What follows belongs to an exercise in optimizing a design on an open flow for small area; a production flow would make more cautious choices.
At most, simulation tests tie the RTL to the original design; equivalence was not proved.
The RTL of run 2 was laid out without a check of its function.
Power is estimated from default activity; no workload was simulated.

[flow/config.mk]
export PLATFORM = sky130hd
export DESIGN_NAME = clock_ctrl
export DESIGN_NICKNAME = clock_ctrl
export VERILOG_FILES = /design/flow/design.v
export SDC_FILE = /design/flow/constraint.sdc
export NUM_CORES = 4
export LEC_CHECK = 0
export CAP_MARGIN = 20
export CORE_MARGIN = 2
export CORE_UTILIZATION = 40
export SLEW_MARGIN = 20
[flow/constraint.sdc]
create_clock -name core_clock -period 6.0 [get_ports {clock}]
set_input_delay 1.2000 -clock core_clock [delete_from_list [all_inputs] [get_ports {clock}]]
set_output_delay 1.2000 -clock core_clock [all_outputs]
set_load 0.01 [all_outputs]
[flow/design.v]
`timescale 1ns/1ps
`default_nettype none
package dps_pkg;
  localparam int NUM_DPS   = 4;   
  localparam int NUM_SENSE = 7;   
  localparam int PHASE_W         = 8;      
  localparam int STEP_W          = 11;     
  localparam int STEPS_PER_CYCLE = 1400;   
  localparam int PHASE_PER_CYCLE = 256;    
  typedef logic [PHASE_W-1:0] vme_phase_t;   
  typedef logic [STEP_W-1:0]  fine_step_t;   
  typedef enum logic [2:0] {
    ST_WAIT_MAIN = 3'd0,   
    ST_WAIT_DPS  = 3'd1,   
    ST_IDLE      = 3'd2,   
    ST_STEP      = 3'd3,   
    ST_WAIT_DONE = 3'd4,   
    ST_UNFIRE    = 3'd5    
  } dps_state_t;
  function automatic fine_step_t phase_to_step(input vme_phase_t phase);
    logic signed [31:0] scaled;
    scaled = $signed({24'd0, phase}) * STEPS_PER_CYCLE + PHASE_PER_CYCLE / 2;   
    scaled = scaled / PHASE_PER_CYCLE;                                          
    phase_to_step = scaled[STEP_W-1:0];
  endfunction
endpackage
`default_nettype wire
`timescale 1ns/1ps
`default_nettype none
module reset_lock_ctrl (
  input  logic clock,
  input  logic rst_n,
  input  logic lock_main,             
  input  logic global_reset_en,       
  output logic global_reset,          
  output logic clock_lock_lost_err,   
  output logic run_en                 
);
  logic startup_done;   
  logic first_lock;     
  assign first_lock = lock_main | startup_done;
  always_ff @(posedge clock or negedge rst_n) begin
    if (!rst_n) begin
      startup_done <= 1'b0;   
      global_reset <= 1'b1;   
    end else begin
      startup_done <= first_lock;                                      
      global_reset <= !first_lock || (!lock_main && global_reset_en);   
    end
  end
  assign clock_lock_lost_err = !global_reset && !lock_main;
  assign run_en = lock_main && !global_reset;   
endmodule
`default_nettype wire
`timescale 1ns/1ps
`default_nettype none
module phase_step_map (
  input  logic                                             clock,
  input  logic                                             rst_n,
  input  logic [dps_pkg::NUM_DPS-1:0]                      busy,        
  input  logic [dps_pkg::NUM_DPS*dps_pkg::PHASE_W-1:0]     dps_phase,   
  output logic [dps_pkg::NUM_DPS*dps_pkg::STEP_W-1:0]      target       
);
  genvar ch;
  generate
    for (ch = 0; ch < dps_pkg::NUM_DPS; ch++) begin : g_chan
      dps_pkg::fine_step_t step_lut;   
      assign step_lut = dps_pkg::phase_to_step(dps_phase[ch*dps_pkg::PHASE_W +: dps_pkg::PHASE_W]);
      always_ff @(posedge clock or negedge rst_n) begin
        if (!rst_n) begin
          target[ch*dps_pkg::STEP_W +: dps_pkg::STEP_W] <= '0;   
        end else if (!busy[ch]) begin
          target[ch*dps_pkg::STEP_W +: dps_pkg::STEP_W] <= step_lut;
        end
      end
    end
  endgenerate
endmodule
`default_nettype wire
`timescale 1ns/1ps
`default_nettype none
module phaser (
  input  logic                clock,
  input  logic                rst_n,
  input  logic                run_en,     
  input  logic                dps_lock,   
  input  logic                psdone,     
  input  logic                fire,       
  input  logic                clear,      
  input  dps_pkg::fine_step_t target,     
  output logic                busy,       
  output logic                psen,       
  output logic                psincdec,   
  output logic [2:0]          sm_vec      
);
  dps_pkg::dps_state_t state;      
  dps_pkg::fine_step_t position;   
  logic       go_up;      
  assign go_up = target > position;
  always_ff @(posedge clock or negedge rst_n) begin
    if (!rst_n) begin
      state    <= dps_pkg::ST_WAIT_MAIN;
      position <= '0;
      busy     <= 1'b0;
      psen     <= 1'b0;
      psincdec <= 1'b0;
    end else begin
      psen <= 1'b0;   
      if (!run_en) begin
        state <= dps_pkg::ST_WAIT_MAIN;   
        busy  <= 1'b0;
      end else if (clear) begin
        state    <= dps_pkg::ST_WAIT_DPS;   
        position <= '0;            
        busy     <= 1'b0;
      end else begin
        case (state)
          dps_pkg::ST_WAIT_MAIN: begin
            state <= dps_pkg::ST_WAIT_DPS;   
          end
          dps_pkg::ST_WAIT_DPS: begin
            if (dps_lock) begin
              state <= dps_pkg::ST_IDLE;
            end
          end
          dps_pkg::ST_IDLE: begin
            if (fire) begin
              state <= dps_pkg::ST_STEP;
              busy  <= 1'b1;   
            end
          end
          dps_pkg::ST_STEP: begin
            if (position == target) begin
              state <= dps_pkg::ST_UNFIRE;   
            end else begin
              psen     <= 1'b1;
              psincdec <= go_up;
              state    <= dps_pkg::ST_WAIT_DONE;
              if (go_up) begin
                position <= position + 11'd1;
              end else begin
                position <= position - 11'd1;
              end
            end
          end
          dps_pkg::ST_WAIT_DONE: begin
            if (psdone) begin
              state <= dps_pkg::ST_STEP;   
            end
          end
          dps_pkg::ST_UNFIRE: begin
            if (!fire) begin
              state <= dps_pkg::ST_IDLE;
              busy  <= 1'b0;   
            end
          end
          default: begin
            state <= dps_pkg::ST_WAIT_MAIN;   
          end
        endcase
      end
    end
  end
  assign sm_vec = state;
endmodule
`default_nettype wire
`timescale 1ns/1ps
`default_nettype none
module clock_sense (
  input  logic                          clock,
  input  logic                          rst_n,
  input  logic [dps_pkg::NUM_SENSE-1:0] sense_in,   
  output logic [dps_pkg::NUM_SENSE-1:0] sense_ok    
);
  logic [dps_pkg::NUM_SENSE-1:0] rise_q;   
  logic [dps_pkg::NUM_SENSE-1:0] fall_q;   
  always_ff @(posedge clock or negedge rst_n) begin
    if (!rst_n) begin
      rise_q <= '0;
    end else begin
      rise_q <= sense_in;
    end
  end
  always_ff @(negedge clock or negedge rst_n) begin
    if (!rst_n) begin
      fall_q <= '0;
    end else begin
      fall_q <= sense_in;
    end
  end
  assign sense_ok = rise_q ^ fall_q;
endmodule
`default_nettype wire
`timescale 1ns/1ps
`default_nettype none
module clock_ctrl (
  input  logic        clock,
  input  logic        rst_n,
  input  logic        lock_main,             
  input  logic        global_reset_en,       
  input  logic [3:0]  dps_fire,              
  input  logic [3:0]  dps_reset,             
  input  logic [3:0]  dps_lock,              
  input  logic [3:0]  psdone,                
  input  logic [31:0] dps_phase,             
  input  logic [6:0]  clock_sense_in,        
  output logic        global_reset,
  output logic        clock_lock_lost_err,
  output logic [3:0]  dps_busy,              
  output logic [3:0]  psen,                  
  output logic [3:0]  psincdec,              
  output logic [11:0] dps_sm_vec,            
  output logic [6:0]  clock_sense_ok         
);
  logic                        run_en;   
  logic [dps_pkg::NUM_DPS*dps_pkg::STEP_W-1:0]   target;   
  reset_lock_ctrl u_reset_lock_ctrl (
    .clock               (clock),
    .rst_n               (rst_n),
    .lock_main           (lock_main),
    .global_reset_en     (global_reset_en),
    .global_reset        (global_reset),
    .clock_lock_lost_err (clock_lock_lost_err),
    .run_en              (run_en)
  );
  phase_step_map u_phase_step_map (
    .clock     (clock),
    .rst_n     (rst_n),
    .busy      (dps_busy),
    .dps_phase (dps_phase),
    .target    (target)
  );
  genvar i;
  generate
    for (i = 0; i < dps_pkg::NUM_DPS; i++) begin : g_dps
      phaser u_phaser (
        .clock    (clock),
        .rst_n    (rst_n),
        .run_en   (run_en),
        .dps_lock (dps_lock[i]),
        .psdone   (psdone[i]),
        .fire     (dps_fire[i]),
        .clear    (dps_reset[i]),
        .target   (target[i*dps_pkg::STEP_W +: dps_pkg::STEP_W]),
        .busy     (dps_busy[i]),
        .psen     (psen[i]),
        .psincdec (psincdec[i]),
        .sm_vec   (dps_sm_vec[i*3 +: 3])
      );
    end
  endgenerate
  clock_sense u_clock_sense (
    .clock    (clock),
    .rst_n    (rst_n),
    .sense_in (clock_sense_in),
    .sense_ok (clock_sense_ok)
  );
endmodule
`default_nettype wire
[flow/run.sh]
#!/bin/bash
# synth_recipe.tcl (not shown) runs the flow's synth.tcl, then flattens the netlist and writes it again
# the make line also repeats each setting of config.mk as NAME=value (left out here)
make -C /OpenROAD-flow-scripts/flow DESIGN_CONFIG=/design/flow/config.mk WORK_HOME=/design/flow/orfs CLKGATE_MAP_FILE= SYNTH_SCRIPT=/design/flow/synth_recipe.tcl finish
==> results.toml, run 1 <==
[finish]
finalNetCount = 2111
drive_gt1_share_pct = 4.87
n_fill_cell = 3480
layout_commonest_cell = "inv_1"
syn2layout_area_growth_pct = 15.1
layout_common_cells = "inv_1, ha_1, nand2_1"
utilization_pct = 46.6
fin_cells = 2187

[hold_path]
worstHoldPathType = "flip-flop to flip-flop"

[critical_path]
crit_fanout = 1
cp_top_family = "buffers and inverters"
worst_path_max_delay_cell = "clkdlybuf4s50_1"
cpPeakStageDelay_ns = 0.64
required_ns = 4.80
worst-path-buf-inv = 1
critPathLaunchType = "flip-flop"
end_kind = "output port"
path_class = "flip-flop to output port"
crit_chain = "xor2_1 -> clkdlybuf4s50_1"
arrival_ns = 4.68

[synthesis]
synth_edf_count = 0
ys.flop_type = "dfrtp_1"
synthCells = 1613
syn_area_mm2 = 0.0144
avgSynthCellArea_um2 = 8.90
yosysWarnings = 4
yosysSeqAreaShare_pct = 22.3
synth_nets = 2012
ys_seq_elements = 128
async_reset_ff_share_pct = 100
ys_types = 67

[timing]
tns_ns = 0
report.final.slew_viol_count = 0
tightestPinTransition_ns = 0.987
finalHoldViolations = 0
relSlewSlack_pct = 33.7
rsz0062_at_grt = "false"
finalWorstSetupSlack_ns = 0.119
setup_viol = 0
holdWs_ns = 0.406
fin_worst_skew_ns = 0.0112

[cts]
clock-root-buffer = "clkbuf_16"
cts-buffers-inserted = 17
cts_setup_buffers = 0
path_clk_slew_ns = 0.06
cts_resized = 0
clock_path_buffers = 2
numClockSinks = 128
h-tree-depth = 4
hold_buffers = 0
cts_tree = "yes"
insertion_delay_ns = 0.42

[drt]
detail_route.wl_per_cell_um = 13.5
drt_iter0_markers = 370
first_pass_iters = 6
drt_wl_total_um = 29400
vias_per_cell = 5.05
drc = 0
postRouteAntennaNets = 0
via_count = 11038

[global_route]
overflow = 0
grt_pass1_vias = 11008
grt_max_degree = 48
grt_pass1_wl_um = 51400
track_usage_pct = 16.2
antenna_found_initial = 1

[floorplanning]
die_area_mm2 = 0.0374
pin_count = 92
die_w_um = 193
core_mm2 = 0.0355
rows = 69
start_util_pct = 40.5
die_y_um = 193

[place]
dpl.cell_count = 2154
dp_hpwl_um = 24400
place_congestion = 0.827
portBuffers = 91
pre_cts_slack_ns = -0.0232

[run_status]
status = "complete, no violations"

[power]
power_density_mw_per_mm2 = 420
ir_drop_mv = 0.190
p_leak_nw = 7.98

[run]
cap_violations = 0
-- final timing paths --
kind / start / to / slack (ns) / depth (start not counted)
worst max-delay path: u_clock_sense.fall_q[4] / clock_sense_ok[4] / 0.12 / 2
worst min-delay path: u_reset_lock_ctrl.startup_done / u_reset_lock_ctrl.global_reset / 0.41 / 1
worst max register to register: g_dps[2].u_phaser.position[4] / g_dps[2].u_phaser.position[9] / 2.00 / 16
worst min register to register: u_reset_lock_ctrl.startup_done / u_reset_lock_ctrl.global_reset / 0.41 / 1
max in group asynchronous: rst_n / u_clock_sense.fall_q[4] / 2.00 / 1
min in group asynchronous: rst_n / u_phase_step_map.target[43] / 0.72 / 1
-- Yosys cell counts (9+ instances only) --
master / n / share of area, %
inv_1: 266 / 7.0
ha_1: 252 / 22
nand2_1: 134 / 3.5
dfrtp_1: 120 / 21
o21ai_0: 112 / 3.9
fa_1: 88 / 12
a21oi_1: 74 / 2.6
nor2_1: 74 / 1.9
xor2_1: 63 / 3.8
xnor2_1: 53 / 3.2
nor3_1: 42 / 1.5
a21o_1: 35 / 1.8
clkbuf_1: 34 / 0.89
nand3_1: 22 / 0.77
nor2b_1: 18 / 0.78
nand4_1: 15 / 0.65
o31ai_1: 13 / 0.68
buf_4: 12 / 0.63
and3_1: 11 / 0.48
nand2b_1: 11 / 0.48
o21a_1: 11 / 0.57
nand3b_1: 9 / 0.47
-- cell families after synthesis --
kind of cell	Yosys count	synth area share, %
AOI/OAI and AO/OA	321	14.0
DFF	128	22.3
buffers and inverters	312	8.47
muxes	15	1.11
xor gates and xnor gates	116	7.07
and+or+nand+nor	381	12.8
adders and majority gates	340	34.2
-- power breakdown --
part           internal (W)  total [W]  switching [W]
sequential          0.00110    0.00124       0.000136
combinational       0.00210    0.00459        0.00249
clock              0.000729    0.00112       0.000388
-- registers in the layout, summed over array words and instances (netlist names), 4 cells and up --
register / count
g_dps.u_phaser.position: 44
g_dps.u_phaser.busy: 4
g_dps.u_phaser.state: 12
g_dps.u_phaser.psen: 4
u_phase_step_map.target: 44
g_dps.u_phaser.psincdec: 4
u_clock_sense.fall_q: 7
u_clock_sense.rise_q: 7
-- cell type report --
class	instances	area, um2	share of cell area [%]
inverters	266	998	6.04
well taps	461	577	3.49
repair buffers	126	1170	7.11
multi-input cells	1173	9940	60.1
clock inverters	9	155	0.938
clock buffers	23	478	2.89
flip-flops and latches	128	3200	19.4
diodes	1	2.50	0.0151
-- worst register-to-register path: stages, from the launching register on --
cell      delay [ns]
dfrtp_1         0.38
inv_1           0.08
ha_1            0.31
a21o_1          0.18
a21o_1          0.17
a21oi_1         0.16
o211ai_1        0.16
nand2b_1        0.42
ha_1            0.32
a21o_1          0.18
a21oi_1         0.21
nor2b_1         0.09
o21a_1          0.19
or4_1           0.43
a311oi_1        0.30
xor2_1          0.19
o21ai_0         0.09
-- metrics by stage --
stage               power (W)  area [um2]
floorplan             0.00482       14400
global placement      0.00576       15900
detailed placement    0.00587       15900
CTS                   0.00704       16500
global route          0.00775       16500
finish                0.00694       16500
-- routing by layer --
layer	vias to the layer above	GRT usage [%]	part of all wire [%]
met5	-	0	0
met4	0	3.03	0.70
met2	73	28.3	49
li1	5661	-	-
met3	12	2.48	2.6
met1	5292	21.3	48
==> inputs of run 2 (changes only) <==
--- a/flow/design.v
+++ b/flow/design.v
@@ -60,16 +60,12 @@
   input  logic [dps_pkg::NUM_DPS-1:0]                      busy,        
   input  logic [dps_pkg::NUM_DPS*dps_pkg::PHASE_W-1:0]     dps_phase,   
-  output logic [dps_pkg::NUM_DPS*dps_pkg::STEP_W-1:0]      target       
+  output logic [dps_pkg::NUM_DPS*dps_pkg::PHASE_W-1:0]     target       
 );
   genvar ch;
   generate
     for (ch = 0; ch < dps_pkg::NUM_DPS; ch++) begin : g_chan
-      dps_pkg::fine_step_t step_lut;   
-      assign step_lut = dps_pkg::phase_to_step(dps_phase[ch*dps_pkg::PHASE_W +: dps_pkg::PHASE_W]);
-      always_ff @(posedge clock or negedge rst_n) begin
-        if (!rst_n) begin
-          target[ch*dps_pkg::STEP_W +: dps_pkg::STEP_W] <= '0;   
-        end else if (!busy[ch]) begin
-          target[ch*dps_pkg::STEP_W +: dps_pkg::STEP_W] <= step_lut;
+      always_ff @(posedge clock) begin
+        if (!busy[ch]) begin
+          target[ch*dps_pkg::PHASE_W +: dps_pkg::PHASE_W] <= dps_phase[ch*dps_pkg::PHASE_W +: dps_pkg::PHASE_W];
         end
       end
@@ -81,86 +77,87 @@
 `default_nettype none
 module phaser (
-  input  logic                clock,
-  input  logic                rst_n,
-  input  logic                run_en,     
-  input  logic                dps_lock,   
-  input  logic                psdone,     
-  input  logic                fire,       
-  input  logic                clear,      
-  input  dps_pkg::fine_step_t target,     
-  output logic                busy,       
-  output logic                psen,       
-  output logic                psincdec,   
-  output logic [2:0]          sm_vec      
-);
-  dps_pkg::dps_state_t state;      
-  dps_pkg::fine_step_t position;   
-  logic       go_up;      
-  assign go_up = target > position;
+  input  logic                 clock,
+  input  logic                 rst_n,
+  input  logic                 run_en,     
+  input  logic                 dps_lock,   
+  input  logic                 psdone,     
+  input  logic                 fire,       
+  input  logic                 clear,      
+  input  dps_pkg::vme_phase_t  target,     
+  output logic                 busy,       
+  output logic                 psen,       
+  output logic                 psincdec,   
+  output logic [2:0]           sm_vec      
+);
+  logic [2:0] state;
+  logic [7:0] idx;    
+  logic [2:0] off;    
+  logic go_up;
+  logic arrived;
+  logic off_zero;
+  logic gap5;         
+  logic gap5_prev;    
+  logic [4:0] im1;
+  logic wrap;         
+  logic [7:0] tog;    
+  logic [2:0] off_up;
+  logic [2:0] off_dn;
+  assign gap5      = ~(idx[0] ^ (idx[4] & (|idx[3:0])));
+  assign im1       = idx[4:0] - 5'd1;
+  assign gap5_prev = ~(im1[0] ^ (im1[4] & (|im1[3:0])));
+  assign off_zero = ~(|off);
+  assign go_up    = target > idx;
+  assign arrived  = (target == idx) && off_zero;
+  assign off_up = (off == 3'b110 && gap5) ? 3'b000 : {off[1:0], ~off[2]};
+  assign off_dn = off_zero ? {1'b1, gap5_prev, 1'b0} : {~off[0], off[2:1]};
+  assign wrap = go_up ? ((off == 3'b100) || (off == 3'b110 && gap5)) : off_zero;
+  always_comb begin
+    tog[0] = 1'b1;
+    for (int b = 1; b < 8; b++) begin
+      tog[b] = tog[b-1] & (idx[b-1] == go_up);
+    end
+  end
+  assign busy   = state[2] | (state[1] & state[0]);
+  assign sm_vec = state;
   always_ff @(posedge clock or negedge rst_n) begin
     if (!rst_n) begin
       state    <= dps_pkg::ST_WAIT_MAIN;
-      position <= '0;
-      busy     <= 1'b0;
+      idx      <= '0;
+      off      <= '0;
       psen     <= 1'b0;
       psincdec <= 1'b0;
     end else begin
-      psen <= 1'b0;   
+      psen <= 1'b0;
       if (!run_en) begin
-        state <= dps_pkg::ST_WAIT_MAIN;   
-        busy  <= 1'b0;
+        state <= dps_pkg::ST_WAIT_MAIN;
       end else if (clear) begin
-        state    <= dps_pkg::ST_WAIT_DPS;   
-        position <= '0;            
-        busy     <= 1'b0;
+        state <= dps_pkg::ST_WAIT_DPS;
+        idx   <= '0;
+        off   <= '0;
       end else begin
         case (state)
-          dps_pkg::ST_WAIT_MAIN: begin
-            state <= dps_pkg::ST_WAIT_DPS;   
-          end
-          dps_pkg::ST_WAIT_DPS: begin
-            if (dps_lock) begin
-              state <= dps_pkg::ST_IDLE;
-            end
-          end
-          dps_pkg::ST_IDLE: begin
-            if (fire) begin
-              state <= dps_pkg::ST_STEP;
-              busy  <= 1'b1;   
-            end
-          end
+          dps_pkg::ST_WAIT_MAIN: state <= dps_pkg::ST_WAIT_DPS;
+          dps_pkg::ST_WAIT_DPS:  if (dps_lock) state <= dps_pkg::ST_IDLE;
+          dps_pkg::ST_IDLE:      if (fire) state <= dps_pkg::ST_STEP;
           dps_pkg::ST_STEP: begin
-            if (position == target) begin
-              state <= dps_pkg::ST_UNFIRE;   
+            if (arrived) begin
+              state <= dps_pkg::ST_UNFIRE;
             end else begin
               psen     <= 1'b1;
               psincdec <= go_up;
               state    <= dps_pkg::ST_WAIT_DONE;
-              if (go_up) begin
-                position <= position + 11'd1;
-              end else begin
-                position <= position - 11'd1;
+              off      <= go_up ? off_up : off_dn;
+              if (wrap) begin
+                idx <= idx ^ tog;
               end
             end
           end
-          dps_pkg::ST_WAIT_DONE: begin
-            if (psdone) begin
-              state <= dps_pkg::ST_STEP;   
-            end
-          end
-          dps_pkg::ST_UNFIRE: begin
-            if (!fire) begin
-              state <= dps_pkg::ST_IDLE;
-              busy  <= 1'b0;   
-            end
-          end
-          default: begin
-            state <= dps_pkg::ST_WAIT_MAIN;   
-          end
+          dps_pkg::ST_WAIT_DONE: if (psdone) state <= dps_pkg::ST_STEP;
+          dps_pkg::ST_UNFIRE:    if (!fire) state <= dps_pkg::ST_IDLE;
+          default:               state <= dps_pkg::ST_WAIT_MAIN;
         endcase
       end
     end
   end
-  assign sm_vec = state;
 endmodule
 `default_nettype wire
@@ -214,5 +211,5 @@
 );
   logic                        run_en;   
-  logic [dps_pkg::NUM_DPS*dps_pkg::STEP_W-1:0]   target;   
+  logic [dps_pkg::NUM_DPS*dps_pkg::PHASE_W-1:0]  target;   
   reset_lock_ctrl u_reset_lock_ctrl (
     .clock               (clock),
@@ -242,5 +239,5 @@
         .fire     (dps_fire[i]),
         .clear    (dps_reset[i]),
-        .target   (target[i*dps_pkg::STEP_W +: dps_pkg::STEP_W]),
+        .target   (target[i*dps_pkg::PHASE_W +: dps_pkg::PHASE_W]),
         .busy     (dps_busy[i]),
         .psen     (psen[i]),
==> run 2 against run 1 <==
Net effect: still clean; worst hold slack worse by 0.0094 ns; clock skew fell by 0.0033 ns; sequential cell count shrank 16; final cell count down 55%; clock power shrank 47%; cell area fell by 52%; clock-buffer cell count down 14; via count fell by 52%; die area shrank 53%; first-iteration DRC count is 11% higher; synthesized cell count decreased by 58%; critical path depth did not move.
==> results.toml, run 2 <==
[cts]
hold_buffers = 0
cts_resized = 0
cts-buffers-inserted = 9
path_clk_slew_ns = 0.08
numClockSinks = 112
cts_tree = "yes"
insertion_delay_ns = 0.36
cts_setup_buffers = 0
clock-root-buffer = "clkbuf_16"
h-tree-depth = 3
clock_path_buffers = 2

[timing]
rsz0062_at_grt = "false"
fin_worst_skew_ns = 0.00796
report.final.slew_viol_count = 0
finalHoldViolations = 0
tightestPinTransition_ns = 0.967
relSlewSlack_pct = 35.5
setup_viol = 0
tns_ns = 0

[place]
dp_hpwl_um = 10800
place_congestion = 0.816
portBuffers = 91

[power]
p_sw_w = 0.000677
internal_power_w = 0.00138
clock_power_share_pct = 28.9
ir_drop_mv = 0.140
seq_power_share_pct = 44.4
finalPower_w = 0.00206
switching_share_pct = 32.9
power_density_mw_per_mm2 = 260
p_leak_nw = 3.17
p_comb_share_pct = 26.6

[finish]
insertedDiodeCount = 0
syn2layout_area_growth_pct = 19.7
layout_commonest_cell = "clkdlybuf4s50_1"
utilization_pct = 48.3
n_fill_cell = 1487
drive_gt1_share_pct = 7.66
layout_common_cells = "clkdlybuf4s50_1, dfrtp_1, a21oi_1"
finalNetCount = 843
reg.largest.list = "g_dps.u_phaser.idx x32, u_phase_step_map.target x32"

[critical_path]
rr_endpoint = "g_dps[1].u_phaser.idx[3]"
cpPeakStageDelay_ns = 0.59
crit_chain = "xor2_1 -> clkdlybuf4s50_1"
rrSetupSlack_ns = 2.82
path_class = "flip-flop to output port"
ff2ff_path_depth = 8
arrival_ns = 4.53
worst_path_max_delay_cell = "clkdlybuf4s50_1"
crit_fanout = 1
timing.rr.start = "g_dps[1].u_phaser.idx[4]"
required_ns = 4.80
critPathLaunchType = "flip-flop"
end_kind = "output port"

[drt]
drt_iter0_markers = 409
drt_wl_total_um = 14600
vias_per_cell = 5.47
detail_route.wl_per_cell_um = 14.9
postRouteAntennaNets = 0
drc = 0
via_count = 5340
first_pass_iters = 6

[synthesis]
async_reset_ff_share_pct = 71.4
synthCells = 683
yosysWarnings = 4
yosysSeqAreaShare_pct = 44.7
synthTopCellsByArea = "dfrtp_1, edfxtp_1, ha_1, a21oi_1, o21ai_0"
synth_nets = 774
ys_top_cells_by_count = "dfrtp_1, a21oi_1, nor2_1, nand2_1, inv_1"
ys_seq_elements = 112
yosys.cell_count.top_type = "dfrtp_1"
syn_area_mm2 = 0.00663
synth_top_area_share_pct = 27.2
avgSynthCellArea_um2 = 9.70
synth_top_area_cell = "dfrtp_1"
ys.flop_type = "dfrtp_1"
ys_types = 85
synth_edf_count = 32

[run_status]
status = "complete, no violations"

[hold_path]
worstHoldPathType = "flip-flop to flip-flop"
hold_end = "u_reset_lock_ctrl.global_reset"
holdPathStages = 1
min_from = "u_reset_lock_ctrl.startup_done"

[floorplanning]
die_w_um = 133
die_y_um = 133
rows = 47
pin_count = 92
die_area_mm2 = 0.0176
core_mm2 = 0.0164
start_util_pct = 40.4

[run]
cap_violations = 0

[global_route]
grt_pass1_vias = 5199
antenna_found_initial = 0
track_usage_pct = 17.1
grt_pass1_wl_um = 24700
grt_max_degree = 64
overflow = 0
-- run 2: cell count changes after synthesis, moves of 24 or more --
cell	before	now
a21o_1	35	7
clkbuf_1	34	10
dfrtp_1	120	72
edfxtp_1	0	32
fa_1	88	0
ha_1	252	32
inv_1	266	47
nand2_1	134	48
o21ai_0	112	43
xnor2_1	53	13
xor2_1	63	10
-- run 2: logic make-up after synthesis --
logic type                 share of synthesized area (%)
buffers and inverters                               5.84
adders and majority gates                           6.04
and+or+nand+nor                                     17.8
DFF                                                 44.7
muxes                                               3.74
AOI/OAI and AO/OA                                   18.8
xor gates and xnor gates                            3.04
-- run 2: critical path, delay by kind of cell (launching register included) --
kind,cells,cell delay [ns]
buffers and inverters,1,0.59
DFF,1,0.40
xor gates and xnor gates,1,0.18
-- run 2: layer usage --
metal | track usage [%] | up-vias | share of wire [%]
li1 | - | 2621 | -
met1 | 21.9 | 2577 | 44
met2 | 29.4 | 125 | 50
met3 | 2.41 | 17 | 4.2
met4 | 6.51 | 0 | 1.8
met5 | 0 | - | 0
-- run 2: layout make-up --
cell class | count | area (um2) | area share, %
flip-flops and latches | 112 | 2960 | 37.4
well taps | 220 | 275 | 3.47
clock inverters | 7 | 63.8 | 0.805
clock buffers | 9 | 225 | 2.84
inverters | 48 | 180 | 2.27
multi-input cells | 486 | 3280 | 41.4
repair buffers | 95 | 938 | 11.8
-- run 2: how the worst max path moves through the flow --
stage,from,endpoint,cells after the start
5_1_grt,u_clock_sense.fall_q[2],clock_sense_ok[2],2
3_3_place_gp,u_clock_sense.fall_q[2],clock_sense_ok[2],2
3_5_place_dp,u_clock_sense.fall_q[2],clock_sense_ok[2],2
2_1_floorplan,u_clock_sense.fall_q[0],clock_sense_ok[0],1
6_report,u_clock_sense.fall_q[2],clock_sense_ok[2],2
4_1_cts,u_clock_sense.fall_q[2],clock_sense_ok[2],2
-- run 2: power groups by stage --
stage / registers [W] / clock network [W] / logic [W]
after floorplan: 0.000901 / 0 / 0.000410
after global placement: 0.000927 / 0 / 0.000525
after detailed placement: 0.000930 / 0 / 0.000545
after CTS: 0.000915 / 0.000617 / 0.000549
after global routing: 0.000926 / 0.000642 / 0.000617
final: 0.000916 / 0.000597 / 0.000549
-- run 2: per-stage QoR --
stage          hold WS (ns)  setup WS [ns]  std cells  cell area [um2]
2_1_floorplan         0.372           1.19        683             6630
3_3_place_gp          0.389          0.690        961             7630
3_5_place_dp          0.392          0.652        961             7630
4_1_cts               0.401          0.259        977             7920
5_1_grt               0.434          0.209        977             7930
6_report              0.397          0.270        977             7930
==> inputs of run 3 (changes only) <==
--- a/flow/design.v
+++ b/flow/design.v
@@ -107,6 +107,16 @@
   assign gap5_prev = ~(im1[0] ^ (im1[4] & (|im1[3:0])));
   assign off_zero = ~(|off);
-  assign go_up    = target > idx;
-  assign arrived  = (target == idx) && off_zero;
+  logic [8:0] cu;
+  logic [8:0] cd;
+  always_comb begin
+    cu[0] = 1'b0;
+    cd[0] = ~off_zero;
+    for (int b = 0; b < 8; b++) begin
+      cu[b+1] = (target[b] & ~idx[b]) | (cu[b] & (target[b] | ~idx[b]));
+      cd[b+1] = (idx[b] & ~target[b]) | (cd[b] & (idx[b] | ~target[b]));
+    end
+  end
+  assign go_up    = cu[8];
+  assign arrived  = ~cu[8] & ~cd[8];
   assign off_up = (off == 3'b110 && gap5) ? 3'b000 : {off[1:0], ~off[2]};
   assign off_dn = off_zero ? {1'b1, gap5_prev, 1'b0} : {~off[0], off[2:1]};
==> run 3 against run 2 <==
Net effect: sequential share of layout area grew 0.88 points; highest routed layer unchanged; synthesized cell count grew 0.29%; critical path type unchanged; die area shrank 2.9%; cell area shrank 2.3%; sequential cell count is the same; first-iteration DRC count shrank 8.3%; non-clock buffer count grew 1; clock power grew 7.7%; routed wire length shrank 1.5%; via count is essentially flat; critical endpoint is now clock_sense_ok[4]; sequential power grew 3.6%.
==> results.toml, run 3 <==
[run_status]
status = "complete, no violations"

[global_route]
grt_pass1_wl_um = 23700
grt_max_degree = 57
grt_pass1_vias = 5021
overflow = 0
track_usage_pct = 17.2
antenna_found_initial = 0

[cts]
numClockSinks = 112
insertion_delay_ns = 0.35
hold_buffers = 0
cts-buffers-inserted = 9
path_clk_slew_ns = 0.08
clock_path_buffers = 2
h-tree-depth = 3
cts_setup_buffers = 0
clock-root-buffer = "clkbuf_16"
cts_tree = "yes"
cts_resized = 0

[timing]
setup_viol = 0
tightestPinTransition_ns = 0.858
report.final.slew_viol_count = 0
finalHoldViolations = 0
relSlewSlack_pct = 42.8
finalWorstSetupSlack_ns = 0.363
rsz0062_at_grt = "false"
fin_worst_skew_ns = 0.00861
tns_ns = 0

[floorplanning]
start_util_pct = 40.7
die_w_um = 131
die_area_mm2 = 0.0171
pin_count = 92
die_y_um = 131
rows = 46
core_mm2 = 0.0158

[critical_path]
endpoint = "clock_sense_ok[4]"
crit_fanout = 1
cp.depth = 2
required_ns = 4.80
cp_top_family = "buffers and inverters"
critPathLaunchType = "flip-flop"
worst-path-buf-inv = 1
cpPeakStageDelay_ns = 0.55
rrSetupSlack_ns = 2.68
end_kind = "output port"
arrival_ns = 4.44
cp-startpoint = "u_clock_sense.fall_q[4]"
rr_endpoint = "g_dps[1].u_phaser.idx[5]"
crit_chain = "xor2_1 -> clkdlybuf4s50_1"
worst_path_max_delay_cell = "clkdlybuf4s50_1"
timing.rr.start = "g_dps[1].u_phaser.idx[0]"
path_class = "flip-flop to output port"
ff2ff_path_depth = 9

[synthesis]
yosys.area_share.simple_pct = 19.6
yosysSeqAreaShare_pct = 46.1
ys_seq_elements = 112
ys.flop_type = "dfrtp_1"
syn_area_mm2 = 0.00643
async_reset_ff_share_pct = 71.4
synth_nets = 744
synth_top_area_share_pct = 28.0
synthCells = 685
synthAdderAreaFrac_pct = 1.13
synth_compound_area_share_pct = 20.7
yosysWarnings = 4
synth_top_area_cell = "dfrtp_1"
ys_top_cells_by_count = "dfrtp_1, nand2_1, a21oi_1, nor2_1, o21ai_0"
synthXorXnorAreaFrac_pct = 4.36
yosys.cell_count.top_type = "dfrtp_1"
synthTopCellsByArea = "dfrtp_1, edfxtp_1, a21oi_1, nand2_1, o21ai_0"
synth_edf_count = 32
synthMuxAreaShare_pct = 2.41
ys_types = 82
synth_top_family_by_area = "compound AO/OA/AOI/OAI gates"
avgSynthCellArea_um2 = 9.38

[run]
cap_violations = 0

[hold_path]
worstHoldPathType = "flip-flop to flip-flop"

[power]
p_comb_share_pct = 19.8
seq_power_share_pct = 47.8
switching_share_pct = 29.4
p_sw_w = 0.000583
internal_power_w = 0.00140
ir_drop_mv = 0.135
power_density_mw_per_mm2 = 256
clock_power_share_pct = 32.4
p_leak_nw = 3.06

[finish]
syn2layout_area_growth_pct = 20.5
drive_gt1_share_pct = 6.52
layout_commonest_cell = "clkdlybuf4s50_1"
layout_common_cells = "clkdlybuf4s50_1, dfrtp_1, nand2_1"
utilization_pct = 49.1
final_area_mm2 = 0.00775
reg.largest.list = "g_dps.u_phaser.idx x32, u_phase_step_map.target x32"
insertedDiodeCount = 0
finalNetCount = 806
fin_cells = 968

[place]
pre_cts_slack_ns = 0.721
dp_hpwl_um = 10500
portBuffers = 91
place_congestion = 0.857
post_dp_cell_area_mm2 = 0.00742
dpl.cell_count = 952

[drt]
drt_wl_total_um = 14400
via_count = 5335
drt_iter0_markers = 375
detail_route.wl_per_cell_um = 14.8
vias_per_cell = 5.51
drc = 0
postRouteAntennaNets = 0
first_pass_iters = 5
==> run 3: changes by cell type in the layout (fill, tap and decap cells not counted), sizes merged, moves of 7 or more <==
cell	delta
inv	-14
ha	-32
a21oi	-8
nand2	+11
nor3	-10
nand3	+7
mux2	-7
nor2	-11
nand2b	+20
or3	-8
or2	+7
maj3	+7
==> run 3: final cells by class <==
cell class,instances,area [um2]
fill,1482,8020
multi-input combinational,492,3100
sequential,112,2960
timing repair buffer,96,946
clock buffer,13,304
tap,216,270
inverter,36,135
clock inverter,3,26.3
==> run 3: metal layers <==
metal	global-route usage [%]	up-vias	wire [um]
li1	-	2604	-
met3	2.81	15	577
met1	23.3	2586	6800
met2	28.5	130	6810
met5	0	-	0
met4	5.44	0	177
==> run 3: per-stage QoR <==
stage	hold slack (ns)	total power, W
final	0.403	0.00199
after global routing	0.416	0.00210
after CTS	0.401	0.00201
after detailed placement	0.390	0.00136
after global placement	0.386	0.00134
after floorplan	0.372	0.00121
==> run 3: power by group through the flow <==
stage               Sequential (W)  Combinational, W  Clock [W]
CTS                       0.000946          0.000396   0.000666
detailed placement        0.000961          0.000395          0
global placement          0.000957          0.000382          0
floorplan                 0.000918          0.000292          0
finish                    0.000949          0.000394   0.000643
global route              0.000961          0.000442   0.000694
==> run 3: cells by family after synthesis <==
kind of cell,after synthesis
AOI/OAI and AO/OA,196
muxes,15
buffers and inverters,81
xor gates and xnor gates,32
DFF,112
adders and majority gates,7
and+or+nand+nor,242
==> run 3: worst min path at each step <==
stage	cells past startpoint	slack, ns	end	from
2_1_floorplan	1	0.37	u_reset_lock_ctrl.global_reset	u_reset_lock_ctrl.startup_done
3_3_place_gp	1	0.39	u_reset_lock_ctrl.global_reset	u_reset_lock_ctrl.startup_done
3_5_place_dp	1	0.39	u_reset_lock_ctrl.global_reset	u_reset_lock_ctrl.startup_done
4_1_cts	1	0.40	u_reset_lock_ctrl.global_reset	u_reset_lock_ctrl.startup_done
5_1_grt	1	0.42	u_reset_lock_ctrl.global_reset	u_reset_lock_ctrl.startup_done
6_report	1	0.40	u_reset_lock_ctrl.global_reset	u_reset_lock_ctrl.startup_done
==> inputs of run 4 (changes only) <==
--- a/flow/config.mk
+++ b/flow/config.mk
@@ -9,3 +9,4 @@
 export CORE_MARGIN = 2
 export CORE_UTILIZATION = 40
+export CTS_BUF_LIST = sky130_fd_sc_hd__clkbuf_8
 export SLEW_MARGIN = 20
==> run 4 against run 3 <==
Net effect: still clean on timing, DRC and antenna; worst hold slack better by 0.0044 ns; clock skew is 0.0015 ns higher; worst setup slack worse by 0.015 ns; final cell count stayed put; core utilization is 0.55 points lower; sequential cell count stayed put; total power is 4.9% lower; synthesized area stayed put; highest routed layer unchanged.
==> results.toml, run 4 <==
[run_status]
status = "complete, no violations"

[power]
power_density_mw_per_mm2 = 246
p_leak_nw = 3.02
ir_drop_mv = 0.110

[timing]
relSlewSlack_pct = 41.7
fin_worst_skew_ns = 0.0101
rsz0062_at_grt = "false"
setup_viol = 0
report.final.slew_viol_count = 0
tightestPinTransition_ns = 0.875
tns_ns = 0
finalWorstSetupSlack_ns = 0.348
finalHoldViolations = 0

[cts]
cts-buffers-inserted = 9
clock-root-buffer = "clkbuf_8"
cts_setup_buffers = 0
insertion_delay_ns = 0.39
h-tree-depth = 3
numClockSinks = 112
hold_buffers = 0
cts_tree = "yes"
cts_resized = 0
clock_path_buffers = 2
path_clk_slew_ns = 0.11

[critical_path]
rrSetupSlack_ns = 2.65
arrival_ns = 4.45
worst_path_max_delay_cell = "clkdlybuf4s50_1"
worst-path-buf-inv = 1
timing.rr.start = "g_dps[1].u_phaser.idx[0]"
critPathLaunchType = "flip-flop"
end_kind = "output port"
path_class = "flip-flop to output port"
crit_chain = "xor2_1 -> clkdlybuf4s50_1"
rr_endpoint = "g_dps[1].u_phaser.idx[5]"
cp_top_family = "buffers and inverters"
crit_fanout = 1
cpPeakStageDelay_ns = 0.55
required_ns = 4.80
ff2ff_path_depth = 9

[finish]
drive_gt1_share_pct = 6.52
layout_common_cells = "clkdlybuf4s50_1, dfrtp_1, nand2_1"
syn2layout_area_growth_pct = 19.2
reg.largest.list = "g_dps.u_phaser.idx x32, u_phase_step_map.target x32"
finalNetCount = 806
insertedDiodeCount = 0
layout_commonest_cell = "clkdlybuf4s50_1"

[synthesis]
synthTopCellsByArea = "dfrtp_1, edfxtp_1, a21oi_1, nand2_1, o21ai_0"
synth_edf_count = 32
synth_top_area_cell = "dfrtp_1"
synth_top_area_share_pct = 28.0
yosysSeqAreaShare_pct = 46.1
syn_area_mm2 = 0.00643
yosysWarnings = 4
async_reset_ff_share_pct = 71.4
yosys.cell_count.top_type = "dfrtp_1"
synthCells = 685
synth_nets = 744
ys_top_cells_by_count = "dfrtp_1, nand2_1, a21oi_1, nor2_1, o21ai_0"
ys_types = 82
avgSynthCellArea_um2 = 9.38
ys.flop_type = "dfrtp_1"
ys_seq_elements = 112

[global_route]
track_usage_pct = 17.3
grt_pass1_vias = 4995
grt_max_degree = 57
antenna_found_initial = 0
overflow = 0
grt_pass1_wl_um = 23700

[floorplanning]
start_util_pct = 40.7
die_area_mm2 = 0.0171
pin_count = 92
die_y_um = 131
core_mm2 = 0.0158
die_w_um = 131
rows = 46

[hold_path]
min_from = "u_reset_lock_ctrl.startup_done"
hold_end = "u_reset_lock_ctrl.global_reset"
holdPathStages = 1
worstHoldPathType = "flip-flop to flip-flop"

[run]
cap_violations = 0

[drt]
drt_wl_total_um = 14400
first_pass_iters = 5
drc = 0
vias_per_cell = 5.52
postRouteAntennaNets = 0
detail_route.wl_per_cell_um = 14.9
drt_iter0_markers = 367
via_count = 5345

[place]
dp_hpwl_um = 10500
place_congestion = 0.857
pre_cts_slack_ns = 0.721
portBuffers = 91
## run 4: per-layer routing
layer  part of all wire (%)  GRT usage (%)
met5                      0              0
met2                     47           28.2
met1                     47           23.5
met3                    4.8           2.81
met4                    1.6           6.20
## run 4: layout make-up
cell class | count | area (um2)
repair buffers | 96 | 946
clock buffers | 9 | 124
well taps | 216 | 270
inverters | 36 | 135
flip-flops and latches | 112 | 2960
fillers | 1494 | 8110
clock inverters | 7 | 120
multi-input cells | 492 | 3100
## run 4: worst reg2reg max path: stages (launching register included)
cell and delay (ns):
dfrtp_1 0.48, nand2b_1 0.19, maj3_2 0.32, o211ai_2 0.18
nand2_1 0.17, a311oi_4 0.78, mux2i_1 0.26, o21ai_2 0.39
nor4b_2 0.30, mux2i_1 0.22
## run 4: per-stage QoR
stage | instance area (um2) | utilization, % | total power [W] | hold WS [ns] | cells
2_1_floorplan | 6430 | - | 0.00121 | 0.372 | 685
3_3_place_gp | 7420 | 47.0 | 0.00134 | 0.386 | 952
3_5_place_dp | 7420 | 47.0 | 0.00136 | 0.390 | 952
4_1_cts | 7660 | 48.6 | 0.00191 | 0.407 | 968
5_1_grt | 7660 | 48.6 | 0.00200 | 0.422 | 968
6_report | 7660 | 48.6 | 0.00189 | 0.407 | 968
## run 4: logic make-up (layout without fill, tap and decap cells)
| logic type | Yosys count | count (layout) | synth area share [%] |
|---|---|---|---|
| and+or+nand+nor | 242 | 242 | 19.6 |
| AOI/OAI and AO/OA | 196 | 196 | 20.7 |
| DFF | 112 | 112 | 46.1 |
| buffers and inverters | 81 | 148 | 5.67 |
| xor gates and xnor gates | 32 | 32 | 4.36 |
| muxes | 15 | 15 | 2.41 |
| adders and majority gates | 7 | 7 | 1.13 |
## run 4: worst max path at each step
stage                                       start                end  slack (ns)  cells after the start
after floorplan           u_clock_sense.fall_q[0]  clock_sense_ok[0]        1.19                      1
after global placement    u_clock_sense.fall_q[3]  clock_sense_ok[3]        0.72                      2
after detailed placement  u_clock_sense.fall_q[4]  clock_sense_ok[4]        0.72                      2
after CTS                 u_clock_sense.fall_q[4]  clock_sense_ok[4]        0.32                      2
after global routing      u_clock_sense.fall_q[4]  clock_sense_ok[4]        0.24                      2
final                     u_clock_sense.fall_q[4]  clock_sense_ok[4]        0.35                      2
## run 4: power by group
group	leakage [nW]	total, W	internal [W]	switching, W
combinational	1.53	0.000393	0.000191	0.000203
clock	0.125	0.000546	0.000279	0.000267
sequential	1.37	0.000948	0.000850	0.0000982
total	3.02	0.00189	0.00132	0.000568
==> inputs of run 5 (changes only) <==
==> flow/flow/run.sh (new file) <==
#!/bin/bash
# Standard layout, with plain buf_1 port buffers. The flow's output goes to standard_flow.log in
# this folder; ORFS keeps per-step logs under orfs/logs.
set -euo pipefail
bash standard.sh \
  "BUFFER_PORTS_ARGS=-buffer_cell sky130_fd_sc_hd__buf_1" \
  finish > standard_flow.log 2>&1
==> flow/standard.sh (new file) <==
#!/bin/bash
# synth_recipe.tcl (not shown) runs the flow's synth.tcl, then flattens the netlist and writes it again
# the make line also repeats each setting of config.mk as NAME=value (left out here)
make -C /OpenROAD-flow-scripts/flow DESIGN_CONFIG=/design/flow/config.mk WORK_HOME=/design/flow/orfs CLKGATE_MAP_FILE= SYNTH_SCRIPT=/design/flow/synth_recipe.tcl "${@:-finish}"
removed: flow/run.sh
==> run 5 against run 4 <==
Net effect: still clean on timing, DRC and antenna; worst setup slack improved by 0.38 ns; routed wire length fell by 2.2%; largest power group unchanged; sequential share of layout area rose by 3.5 points; register-to-register slack barely moved; total power fell by 8.9%; largest cell class unchanged.
==> results.toml, run 5 <==
[floorplanning]
die_w_um = 131
start_util_pct = 40.7
core_mm2 = 0.0158
pin_count = 92
rows = 46
die_area_mm2 = 0.0171
die_y_um = 131

[synthesis]
syn_area_mm2 = 0.00643
synth_top_area_cell = "dfrtp_1"
yosysWarnings = 4
synthAdderAreaFrac_pct = 1.13
async_reset_ff_share_pct = 71.4
synthMuxAreaShare_pct = 2.41
yosys.cell_count.top_type = "dfrtp_1"
synth_edf_count = 32
yosys.area_share.simple_pct = 19.6
synthTopCellsByArea = "dfrtp_1, edfxtp_1, a21oi_1, nand2_1, o21ai_0"
ys_seq_elements = 112
ys.flop_type = "dfrtp_1"
synthXorXnorAreaFrac_pct = 4.36
synth_top_family_by_area = "compound AO/OA/AOI/OAI gates"
synth_nets = 744
avgSynthCellArea_um2 = 9.38
yosysSeqAreaShare_pct = 46.1
synth_compound_area_share_pct = 20.7
synth_top_area_share_pct = 28.0
ys_top_cells_by_count = "dfrtp_1, nand2_1, a21oi_1, nor2_1, o21ai_0"
ys_types = 82
synthCells = 685

[drt]
first_pass_iters = 7
drc = 0
via_count = 5283
postRouteAntennaNets = 0
drt_wl_total_um = 14100
vias_per_cell = 5.46
detail_route.wl_per_cell_um = 14.5
drt_iter0_markers = 440

[power]
p_leak_nw = 2.76
power_density_mw_per_mm2 = 245
finalPower_w = 0.00172
ir_drop_mv = 0.103

[timing]
relSlewSlack_pct = 36.7
finalWorstSetupSlack_ns = 0.727
fin_worst_skew_ns = 0.0102
report.final.slew_viol_count = 0
tns_ns = 0
tightestPinTransition_ns = 0.950
rsz0062_at_grt = "false"
finalHoldViolations = 0
setup_viol = 0

[critical_path]
critPathLaunchType = "flip-flop"
required_ns = 4.80
cp_top_family = "flip-flops"
cpPeakStageDelay_ns = 0.41
arrival_ns = 4.07
path_class = "flip-flop to output port"
crit_chain = "xor2_1 -> buf_1"
worst-path-buf-inv = 1
crit_fanout = 1
end_kind = "output port"
worst_path_max_delay_cell = "dfrtn_1"

[global_route]
grt_pass1_vias = 4993
track_usage_pct = 17.2
grt_pass1_wl_um = 23500
antenna_found_initial = 0
grt_max_degree = 53
overflow = 0

[place]
dp_hpwl_um = 10300
place_congestion = 0.847
dpl.cell_count = 952
pre_cts_slack_ns = 1.10
post_dp_cell_area_mm2 = 0.00685
portBuffers = 91

[run_status]
status = "complete, no violations"

[finish]
finalNetCount = 806
layout_common_cells = "buf_1, dfrtp_1, nand2_1"
reg.largest.list = "g_dps.u_phaser.idx x32, u_phase_step_map.target x32"
insertedDiodeCount = 0
fin_cells = 968
final_area_mm2 = 0.00702
drive_gt1_share_pct = 6.52
syn2layout_area_growth_pct = 9.31
layout_commonest_cell = "buf_1"

[cts]
insertion_delay_ns = 0.39
clock_path_buffers = 2
h-tree-depth = 3
cts_resized = 0
cts_tree = "yes"
cts_setup_buffers = 0
cts-buffers-inserted = 9
hold_buffers = 0
path_clk_slew_ns = 0.11
numClockSinks = 112
clock-root-buffer = "clkbuf_8"

[hold_path]
worstHoldPathType = "flip-flop to flip-flop"

[run]
cap_violations = 0
[run 5: area by class of cell]
type	count	area, um2
fillers	1549	8750
flip-flops and latches	112	2960
repair buffers	96	383
clock inverters	7	47.5
clock buffers	9	124
well taps	216	270
inverters	36	135
multi-input cells	492	3100
[run 5: kinds of logic (layout without fill, tap and decap cells)]
group | count (synthesis) | after routing
flops | 112 | 112
buf+inv | 81 | 148
mux | 15 | 15
simple gates | 242 | 242
compound gates | 196 | 196
xor+xnor | 32 | 32
fa+ha+maj | 7 | 7
[run 5: worst reg2reg max path: stages (launching register included)]
cell and delay [ns]:
dfrtp_1 0.55, nand2b_1 0.23, a21boi_1 0.14, o21ai_1 0.15, a2111oi_4 0.39, or2_1 0.41
mux2i_1 0.14, o41a_1 0.53, or4_1 0.58, a21oi_1 0.16
[run 5: metal layers]
metal / vias up / share of wire, % / global-route usage (%)
met5: - / 0 / 0
met4: 0 / 1.5 / 6.32
met3: 16 / 4.6 / 2.61
met2: 135 / 46 / 28.2
met1: 2526 / 48 / 23.2
li1: 2606 / - / -
[run 5: through the flow]
stage | hold WS [ns] | utilization [%]
global placement | 0.391 | 43.5
finish | 0.435 | 44.5
floorplan | 0.372 | -
detailed placement | 0.403 | 43.5
global route | 0.469 | 44.5
CTS | 0.437 | 44.5
[run 5: path summary, 6_finish.rpt]
check	start	to	slack [ns]	cells after the start
setup / recovery	u_clock_sense.fall_q[2]	clock_sense_ok[2]	0.73	2
setup reg to reg	g_dps[0].u_phaser.idx[0]	g_dps[0].u_phaser.idx[6]	2.65	9
max in group asynchronous	rst_n	u_clock_sense.fall_q[0]	2.03	1
min in group asynchronous	rst_n	u_reset_lock_ctrl.startup_done	0.74	1
hold reg to reg	u_reset_lock_ctrl.startup_done	u_reset_lock_ctrl.global_reset	0.44	1
hold / removal	u_reset_lock_ctrl.startup_done	u_reset_lock_ctrl.global_reset	0.44	1
[run 5: power breakdown]
group	total, W	internal (W)	switching (W)
clock network	0.000420	0.000153	0.000267
logic	0.000351	0.000151	0.000200
registers	0.000949	0.000850	0.0000984
==> inputs of run 6 (changes only) <==
==> flow/flow/run.sh (replaced) <==
#!/bin/bash
# Standard layout, with plain buf_1 port buffers and a power-recovery (downsizing) pass after
# global routing. Each tool's output goes to its own log in this folder; ORFS keeps per-step logs
# under orfs/logs.
set -euo pipefail
bash standard.sh \
  "BUFFER_PORTS_ARGS=-buffer_cell sky130_fd_sc_hd__buf_1" \
  "RECOVER_POWER=100" \
  finish > standard_flow.log 2>&1
==> run 6 against run 5 <==
Net effect: the layout now fails its checks (capacitance limit, slew limit); synthesized area stayed put; clock-buffer cell count did not move; global-route usage unchanged; total power down 0.47%; sequential share of layout area rose by 0.52 points.
==> results.toml, run 6 <==
[run_status]
status = "complete, but fails checks"
violations = "capacitance limit, slew limit"

[power]
seq_power_share_pct = 55.4
internal_power_w = 0.00115
clock_power_share_pct = 24.7
power_density_mw_per_mm2 = 247
p_leak_nw = 2.72
ir_drop_mv = 0.103
switching_share_pct = 32.8
p_sw_w = 0.000562
p_comb_share_pct = 19.9

[critical_path]
crit_chain = "xor2_1 -> buf_1"
path_class = "flip-flop to output port"
arrival_ns = 4.08
required_ns = 4.80
crit_fanout = 1
worst-path-buf-inv = 1
cpPeakStageDelay_ns = 0.41
cp_top_family = "flip-flops"
critPathLaunchType = "flip-flop"
end_kind = "output port"
worst_path_max_delay_cell = "dfrtn_1"

[global_route]
grt_pass1_vias = 4993
track_usage_pct = 17.2
grt_pass1_wl_um = 23500
overflow = 0
grt_max_degree = 53
antenna_found_initial = 0

[synthesis]
ys_top_cells_by_count = "dfrtp_1, nand2_1, a21oi_1, nor2_1, o21ai_0"
yosys.cell_count.top_type = "dfrtp_1"
synth_top_area_cell = "dfrtp_1"
async_reset_ff_share_pct = 71.4
synth_top_family_by_area = "compound AO/OA/AOI/OAI gates"
synth_edf_count = 32
avgSynthCellArea_um2 = 9.38
synthCells = 685
yosysWarnings = 4
synthTopCellsByArea = "dfrtp_1, edfxtp_1, a21oi_1, nand2_1, o21ai_0"
synthMuxAreaShare_pct = 2.41
synth_nets = 744
ys.flop_type = "dfrtp_1"
synth_compound_area_share_pct = 20.7
ys_types = 82
ys_seq_elements = 112
synthXorXnorAreaFrac_pct = 4.36
yosys.area_share.simple_pct = 19.6
syn_area_mm2 = 0.00643
yosysSeqAreaShare_pct = 46.1
synthAdderAreaFrac_pct = 1.13
synth_top_area_share_pct = 28.0

[drt]
via_count = 5280
detail_route.wl_per_cell_um = 14.5
drt_wl_total_um = 14100
drt_iter0_markers = 420
vias_per_cell = 5.45
postRouteAntennaNets = 0
drc = 0
first_pass_iters = 5

[finish]
utilization_pct = 44.0
fin_cells = 968
drive_gt1_share_pct = 4.52
insertedDiodeCount = 0
final_area_mm2 = 0.00694
layout_common_cells = "buf_1, dfrtp_1, nand2_1"
n_fill_cell = 1565
syn2layout_area_growth_pct = 7.98
reg.largest.list = "g_dps.u_phaser.idx x32, u_phase_step_map.target x32"
finalNetCount = 806
layout_commonest_cell = "buf_1"

[timing]
rsz0062_at_grt = "false"
tightestPinTransition_ns = 2.83
report.final.slew_viol_count = 69
setup_viol = 0
finalWorstSetupSlack_ns = 0.724
fin_worst_skew_ns = 0.00988
relSlewSlack_pct = -88.9
finalHoldViolations = 0
tns_ns = 0

[cts]
insertion_delay_ns = 0.39
cts_setup_buffers = 0
hold_buffers = 0
clock_path_buffers = 2
clock-root-buffer = "clkbuf_8"
cts_resized = 0
numClockSinks = 112
cts-buffers-inserted = 9
h-tree-depth = 3
cts_tree = "yes"
path_clk_slew_ns = 0.11

[place]
dp_hpwl_um = 10300
portBuffers = 91
dpl.cell_count = 952
pre_cts_slack_ns = 1.10
post_dp_cell_area_mm2 = 0.00685
place_congestion = 0.847

[floorplanning]
rows = 46
die_y_um = 131
start_util_pct = 40.7
die_w_um = 131
die_area_mm2 = 0.0171
pin_count = 92
core_mm2 = 0.0158

[run]
cap_violations = 2

[hold_path]
worstHoldPathType = "flip-flop to flip-flop"
-- run 6: final cells by class --
class | count | area, um2 | area share [%]
multi-input cells | 492 | 3030 | 43.7
clock inverters | 7 | 47.5 | 0.685
well taps | 216 | 270 | 3.89
clock buffers | 9 | 124 | 1.79
repair buffers | 96 | 364 | 5.25
inverters | 36 | 135 | 1.95
flip-flops and latches | 112 | 2960 | 42.7
-- run 6: metrics by stage --
stage	hold slack, ns	power, W
detailed placement	0.403	0.00131
finish	0.443	0.00171
global placement	0.391	0.00130
CTS	0.437	0.00174
global route	0.474	0.00182
floorplan	0.372	0.00121
-- run 6: final timing paths --
| kind | start | slack [ns] | cells after the start | endpoint |
|---|---|---|---|---|
| worst min register to register | u_reset_lock_ctrl.startup_done | 0.44 | 1 | u_reset_lock_ctrl.global_reset |
| worst max-delay path | u_clock_sense.fall_q[3] | 0.72 | 2 | clock_sense_ok[3] |
| worst min-delay path | u_reset_lock_ctrl.startup_done | 0.44 | 1 | u_reset_lock_ctrl.global_reset |
| max in group asynchronous | rst_n | 1.09 | 1 | u_clock_sense.fall_q[0] |
| min in group asynchronous | rst_n | 1.13 | 1 | u_reset_lock_ctrl.startup_done |
| worst max register to register | g_dps[1].u_phaser.idx[0] | 1.18 | 9 | g_dps[1].u_phaser.idx[5] |
-- run 6: power groups by stage --
stage | Sequential [W] | Clock, W | Combinational, W
2_1_floorplan | 0.000918 | 0 | 0.000292
3_3_place_gp | 0.000957 | 0 | 0.000339
3_5_place_dp | 0.000961 | 0 | 0.000352
4_1_cts | 0.000946 | 0.000441 | 0.000353
5_1_grt | 0.000962 | 0.000470 | 0.000391
6_report | 0.000948 | 0.000422 | 0.000341
-- run 6: cell families after synthesis --
| family | after synthesis |
|---|---|
| xor gates and xnor gates | 32 |
| DFF | 112 |
| and+or+nand+nor | 242 |
| buffers and inverters | 81 |
| adders and majority gates | 7 |
| AOI/OAI and AO/OA | 196 |
| muxes | 15 |
-- run 6: worst reg2reg max path: cells and delay by family (launching register included) --
family | cells | cell delay, ns
compound gates | 3 | 2.71
fa+ha+maj | 1 | 0.36
flops | 1 | 0.47
mux | 2 | 0.52
simple gates | 3 | 0.69
-- run 6: layer usage --
layer	up-vias	share of wire, %	GRT usage [%]
met4	0	1.3	6.32
met5	-	0	0
met2	124	47	28.2
met3	12	4.5	2.61
met1	2545	47	23.2
li1	2599	-	-
==> inputs of run 7 (changes only) <==
==> flow/flow/run.sh (replaced) <==
#!/bin/bash
# Standard synthesis, then the combinational logic re-mapped by ABC for area (registers kept
# exactly as the standard synthesis made them), then the standard layout with plain buf_1 port
# buffers. Each tool's output goes to its own log in this folder.
set -euo pipefail
W=$PWD
R=$W/orfs/results/sky130hd/clock_ctrl/base
EXTRA=("BUFFER_PORTS_ARGS=-buffer_cell sky130_fd_sc_hd__buf_1")
LIB=$FLOW_HOME/platforms/sky130hd/lib/sky130_fd_sc_hd__tt_025C_1v80.lib

bash standard.sh "${EXTRA[@]}" "$R/1_2_yosys.v" > standard_synth.log 2>&1
cp "$R/1_2_yosys.v" "$W/synth_standard.v"

SEQ=$(grep -oE 'sky130_fd_sc_hd__(e?s?df|dl)[a-z0-9_]+' "$W/synth_standard.v" | sort -u | tr '\n' ' ')
cat > "$W/resynth.ys" <<EOF
read_liberty -ignore_miss_func $LIB
read_verilog $W/synth_standard.v
hierarchy -top $FLOW_TOP
setattr -mod -set keep_hierarchy 1 $SEQ
flatten
opt_clean -purge
abc -liberty $LIB -dont_use *lpflow* -dont_use *probe* -script $W/flow/area.abc
opt_clean -purge
hilomap -singleton -hicell sky130_fd_sc_hd__conb_1 HI -locell sky130_fd_sc_hd__conb_1 LO
insbuf -buf sky130_fd_sc_hd__buf_4 A X
opt_clean -purge
stat -liberty $LIB
select $FLOW_TOP
write_verilog -selected -noattr -nohex -nodec $W/synth_area.v
EOF
yosys -s "$W/resynth.ys" > resynth.log 2>&1
cp "$W/synth_area.v" "$R/1_2_yosys.v"

bash standard.sh "${EXTRA[@]}" finish > standard_flow.log 2>&1
==> flow/flow/area.abc (new file) <==
strash
&get -n
&st
&dch
&nf -R 1000
&put
topo
stime -c
==> run 7 against run 6 <==
Net effect: the run now finishes clean; sequential power decreased by 3.0%; clock skew increased by 0.0085 ns; global-route usage decreased by 0.53 points; routed wire length decreased by 8.3%; largest power group unchanged; first-iteration DRC count decreased by 20%.
==> results.toml, run 7 <==
[drt]
detail_route.wl_per_cell_um = 14.4
via_count = 4807
drt_iter0_markers = 335
drc = 0
drt_wl_total_um = 12900
first_pass_iters = 4
postRouteAntennaNets = 0
vias_per_cell = 5.36

[timing]
report.final.slew_viol_count = 0
finalWorstSetupSlack_ns = 0.709
fin_worst_skew_ns = 0.0184
tightestPinTransition_ns = 0.781
relSlewSlack_pct = 47.6
rsz0062_at_grt = "false"
setup_viol = 0
tns_ns = 0
finalHoldViolations = 0

[power]
power_density_mw_per_mm2 = 246
switching_share_pct = 29.9
clock_power_share_pct = 27.4
ir_drop_mv = 0.112
internal_power_w = 0.00112
p_comb_share_pct = 14.8
p_leak_nw = 2.48
seq_power_share_pct = 57.8
p_sw_w = 0.000475

[floorplanning]
die_y_um = 125
core_mm2 = 0.0144
pin_count = 92
start_util_pct = 40.5
die_w_um = 125
die_area_mm2 = 0.0155
rows = 44

[synthesis]
yosysWarnings = 4
synth_nets = 680
avgSynthCellArea_um2 = 9.37
synthCells = 621
syn_area_mm2 = 0.00582

[place]
portBuffers = 91
place_congestion = 0.843
dp_hpwl_um = 9370
pre_cts_slack_ns = 1.08

[global_route]
antenna_found_initial = 0
track_usage_pct = 16.6
overflow = 0
grt_pass1_vias = 4565
grt_max_degree = 50
grt_pass1_wl_um = 21300

[finish]
n_fill_cell = 1383
drive_gt1_share_pct = 2.95
layout_common_cells = "buf_1, dfrtp_1, nor2_1"
insertedDiodeCount = 0
syn2layout_area_growth_pct = 11.0
layout_commonest_cell = "buf_1"
finalNetCount = 766
reg.largest.list = "g_dps.u_phaser.idx x32, u_phase_step_map.target x32"

[critical_path]
cpPeakStageDelay_ns = 0.42
crit_fanout = 1
arrival_ns = 4.09
critPathLaunchType = "flip-flop"
crit_chain = "xor2_1 -> buf_1"
required_ns = 4.80
cp_top_family = "flip-flops"
worst_path_max_delay_cell = "dfrtn_1"
worst-path-buf-inv = 1
path_class = "flip-flop to output port"
end_kind = "output port"

[run_status]
status = "complete, no violations"

[cts]
numClockSinks = 112
h-tree-depth = 3
cts_tree = "yes"
cts_setup_buffers = 0
insertion_delay_ns = 0.39
clock-root-buffer = "clkbuf_8"
path_clk_slew_ns = 0.11
cts-buffers-inserted = 9
clock_path_buffers = 2
cts_resized = 0
hold_buffers = 0

[run]
cap_violations = 0

[hold_path]
worstHoldPathType = "flip-flop to flip-flop"
## run 7: cell count changes in the layout (fill, tap and decap cells not counted), sizes merged, moves of 9 or more
cell,change
clkinv,+35
inv,-38
nand2b,-9
nor2,+26
o21ai,+12
o31ai,-11
## run 7: path summary, 6_finish.rpt
path	start	to	slack, ns	depth (start not counted)
min reg2reg	u_reset_lock_ctrl.startup_done	u_reset_lock_ctrl.global_reset	0.41	1
max	u_clock_sense.fall_q[3]	clock_sense_ok[3]	0.71	2
min in group asynchronous	rst_n	u_clock_sense.rise_q[0]	0.85	1
min	u_reset_lock_ctrl.startup_done	u_reset_lock_ctrl.global_reset	0.41	1
max reg2reg	g_dps[1].u_phaser.idx[0]	g_dps[1].u_phaser.idx[7]	2.08	14
max in group asynchronous	rst_n	u_clock_sense.fall_q[2]	1.77	1
## run 7: layer usage
| layer | part of all wire [%] | GRT usage [%] | up-vias |
|---|---|---|---|
| met4 | 1.2 | 4.63 | 0 |
| met3 | 4.3 | 4.51 | 15 |
| li1 | - | - | 2399 |
| met2 | 49 | 28.1 | 99 |
| met1 | 46 | 21.0 | 2294 |
| met5 | 0 | 0 | - |
## run 7: per-stage QoR
step | utilization [%] | power (W) | cell area [um2] | cells | hold slack (ns)
4_1_cts | 44.9 | 0.00161 | 6450 | 896 | 0.409
3_5_place_dp | 43.7 | 0.00117 | 6270 | 880 | 0.394
6_report | 44.9 | 0.00159 | 6450 | 896 | 0.406
2_1_floorplan | - | 0.00109 | 5820 | 621 | 0.372
5_1_grt | 44.9 | 0.00168 | 6450 | 896 | 0.453
3_3_place_gp | 43.7 | 0.00116 | 6270 | 880 | 0.385
## run 7: power groups by stage
stage               Combinational [W]  Clock [W]  Sequential [W]
finish                       0.000235   0.000436        0.000920
global route                 0.000267   0.000478        0.000933
global placement             0.000226          0        0.000930
floorplan                    0.000173          0        0.000913
CTS                          0.000236   0.000456        0.000919
detailed placement           0.000236          0        0.000933
## run 7: final cells by class
class | count | area, um2 | share of cell area [%]
clock buffer | 11 | 151 | 2.35
clock inverter | 5 | 31.3 | 0.485
inverter | 35 | 131 | 2.04
multi-input combinational | 454 | 2570 | 39.8
sequential | 112 | 2960 | 45.9
tap | 184 | 230 | 3.57
timing repair buffer | 95 | 375 | 5.82
## run 7: worst register-to-register path, delay by kind of cell (launching register included)
family          cells  cell delay (ns)
compound gates      7             2.06
simple gates        7             1.23
flops               1             0.52
